From an optimization exercise on the open Yosys and OpenROAD flow, aimed at small area and a short achievable clock period; shortcuts taken in it are not production practice.
At most, simulation tests tie the RTL to the original design; equivalence was not proved.

P:
## mul_pipe
module mul_pipe #(
    parameter int unsigned XLEN    = 32,
    parameter int unsigned LATENCY = 3,
    parameter int unsigned TAG_W   = 5
) (
    input  logic             clk,
    input  logic             rst_n,
    input  logic             in_valid,
    output logic             in_ready,
    input  logic [XLEN-1:0]  a,
    input  logic [XLEN-1:0]  b,
    input  logic [2:0]       mulop,
    input  logic [TAG_W-1:0] in_tag,
    input  logic             flush,
    output logic             out_valid,
    input  logic             out_ready,
    output logic [XLEN-1:0]  f,
    output logic [TAG_W-1:0] out_tag
);
For scale: about 200 flip-flops, about 29000 µm² of cells after synthesis.
clock: 11.0 ns
lec_check: 0
abc_area: 1
cap_margin: 20
core_margin: 2
core_utilization: 40
setup_slack_margin: 5
slew_margin: 20
synth_hierarchical: 1
standard.sh (not shown) runs the stock make flow with config.mk's settings and CLKGATE_MAP_FILE= SYNTH_SCRIPT=/design/flow/synth_recipe.tcl, a recipe that flattens the netlist after the stock synthesis.
==> flow/flow/run.sh <==
#!/bin/bash
# The standard layout, with timing repair aimed further below the clock period and
# the smallest port buffers (repair sizes up the ones on critical paths).
set -euo pipefail
bash standard.sh SETUP_SLACK_MARGIN=6.22 "BUFFER_PORTS_ARGS=-buffer_cell sky130_fd_sc_hd__buf_1" "CTS_ARGS=-sink_clustering_enable -repair_clock_nets -sink_clustering_size 30 -sink_clustering_max_diameter 100 -dont_use_dummy_load" finish > standard.log 2>&1
Input changes introduced in Q (baseline for comparison: P):
--- a/flow/design.v
+++ b/flow/design.v
@@ -1956,33 +1956,26 @@
     wire mg24 = cg26 | (cp26 & mg22);
     wire mp24 = cp26 & mp22;
     wire mg25 = cg28 | (cp28 & cg27);
     wire mp25 = cp28 & cp27;
     wire mg26 = cg30 | (cp30 & cg29);
     wire mp26 = cp30 & cp29;
-    wire mg27 = mg24 | (mp24 & mg23);
-    wire mp27 = mp24 & mp23;
-    wire mg28 = mg26 | (mp26 & mg25);
-    wire mp28 = mp26 & mp25;
-    wire [2:0] w_sg, w_sp;
-    assign w_sg[0] = mg27;
+    wire [4:0] w_sg, w_sp;
+    assign w_sg[0] = mg23;
     assign w_sp[0] = 1'b0;
-    assign w_sg[1] = mg28;
-    assign w_sp[1] = mp28;
-    assign w_sg[2] = cg31;
-    assign w_sp[2] = cp31;
-    localparam int NSEG = 3;
-    wire        w_sel_hi = !w_stall && r1_hi;
-    wire        w_sel_lo = !w_stall && !r1_hi;
-    wire [31:0] w_xd, w_yd;
-    for (genvar k = 0; k < 32; k++) begin : g_sel
-        mul_pipe_sel u_x (.hold(w_stall), .q(r2_x[k]), .sh(w_sel_hi), .dh(sx[32+k]),
-                          .sl(w_sel_lo), .dl(sx[k]), .d(w_xd[k]));
-        mul_pipe_sel u_y (.hold(w_stall), .q(r2_y[k]), .sh(w_sel_hi), .dh(sy[32+k]),
-                          .sl(w_sel_lo), .dl(sy[k]), .d(w_yd[k]));
-    end
+    assign w_sg[1] = mg24;
+    assign w_sp[1] = mp24;
+    assign w_sg[2] = mg25;
+    assign w_sp[2] = mp25;
+    assign w_sg[3] = mg26;
+    assign w_sp[3] = mp26;
+    assign w_sg[4] = cg31;
+    assign w_sp[4] = cp31;
+    localparam int NSEG = 5;
+    wire [31:0] w_x  = r1_hi ? sx[63:32] : sx[31:0];
+    wire [31:0] w_y  = r1_hi ? sy[63:32] : sy[31:0];
     logic [NSEG-1:0] r2_sg, r2_sp;
     logic            r2_hi;
     logic w_cin;
     always_comb begin
         w_cin = 1'b0;
         for (int k = 0; k < NSEG; k++) w_cin = r2_sg[k] | (r2_sp[k] & w_cin);
@@ -2197,22 +2190,20 @@
             r1_one_n <= ~w_one;
             r1_two_n <= ~w_two;
             r1_ea_n  <= !(a[31] && (mulop != 3'd3));
             r1_d16_n <= !(b[31] && !mulop[2] && mulop[1]);
             r1_hi  <= (mulop != 3'd0);
             r1_tag <= in_tag;
+            r2_x   <= w_x;
+            r2_y   <= w_y;
             r2_sg  <= w_sg;
             r2_sp  <= w_sp;
             r2_hi  <= r1_hi;
             r2_tag <= r1_tag;
         end
     end
-    always_ff @(posedge clk) begin
-        r2_x <= w_xd;
-        r2_y <= w_yd;
-    end
     assign out_valid = r3_v;
     assign f         = r3_f;
     assign out_tag   = r3_tag;
 endmodule
 module mul_pipe_fa (
     input  logic x,
@@ -2230,17 +2221,6 @@
     output logic s,
     output logic c
 );
     assign s = x ^ y;
     assign c = x & y;
 endmodule
-module mul_pipe_sel (
-    input  logic hold,
-    input  logic q,
-    input  logic sh,
-    input  logic dh,
-    input  logic sl,
-    input  logic dl,
-    output logic d
-);
-    assign d = (hold & q) | (sh & dh) | (sl & dl);
-endmodule
[summary]
Maximum clock rate: Q vs P — no meaningful difference
[Q] clock-buffer cell count rose 4 relative to P
Q against P: count of cells resized by post-cts repair +5, routed wire length +11 mm, fraction of the cycle the final worst path needs ~0 delta.
The RTL of P was laid out without a check of its function.

[port drivers added, routing unchanged]
The flow's constraints put no driver on any port. The routed layouts listed below were extracted and timed again, unchanged, in two steps. Step 1, drivers: a clkbuf_16 drives clk and a buf_2 each remaining input, both assumed. Step 2 also shifts input and output timing later by t, the mid clock arrival at the registers, as if the neighbouring blocks saw the same clock. Slacks: ideal ports / drivers / drivers and shift; pairs: ideal ports / drivers.
| run | t (ns) | setup WS [ns] | worst setup path at the end | pins driven straight from the clock port |
|---|---|---|---|---|
| P | 0.578 | 6.228 / 6.193 / 6.193 | input to output | 1 |
| Q | 0.602 | 6.222 / 6.188 / 6.188 | input to output | 1 |
After both steps every run listed still meets setup and hold. For P, which loses most, drivers alone change the setup slack by -0.035 ns; drivers and shift together by -0.035 ns.
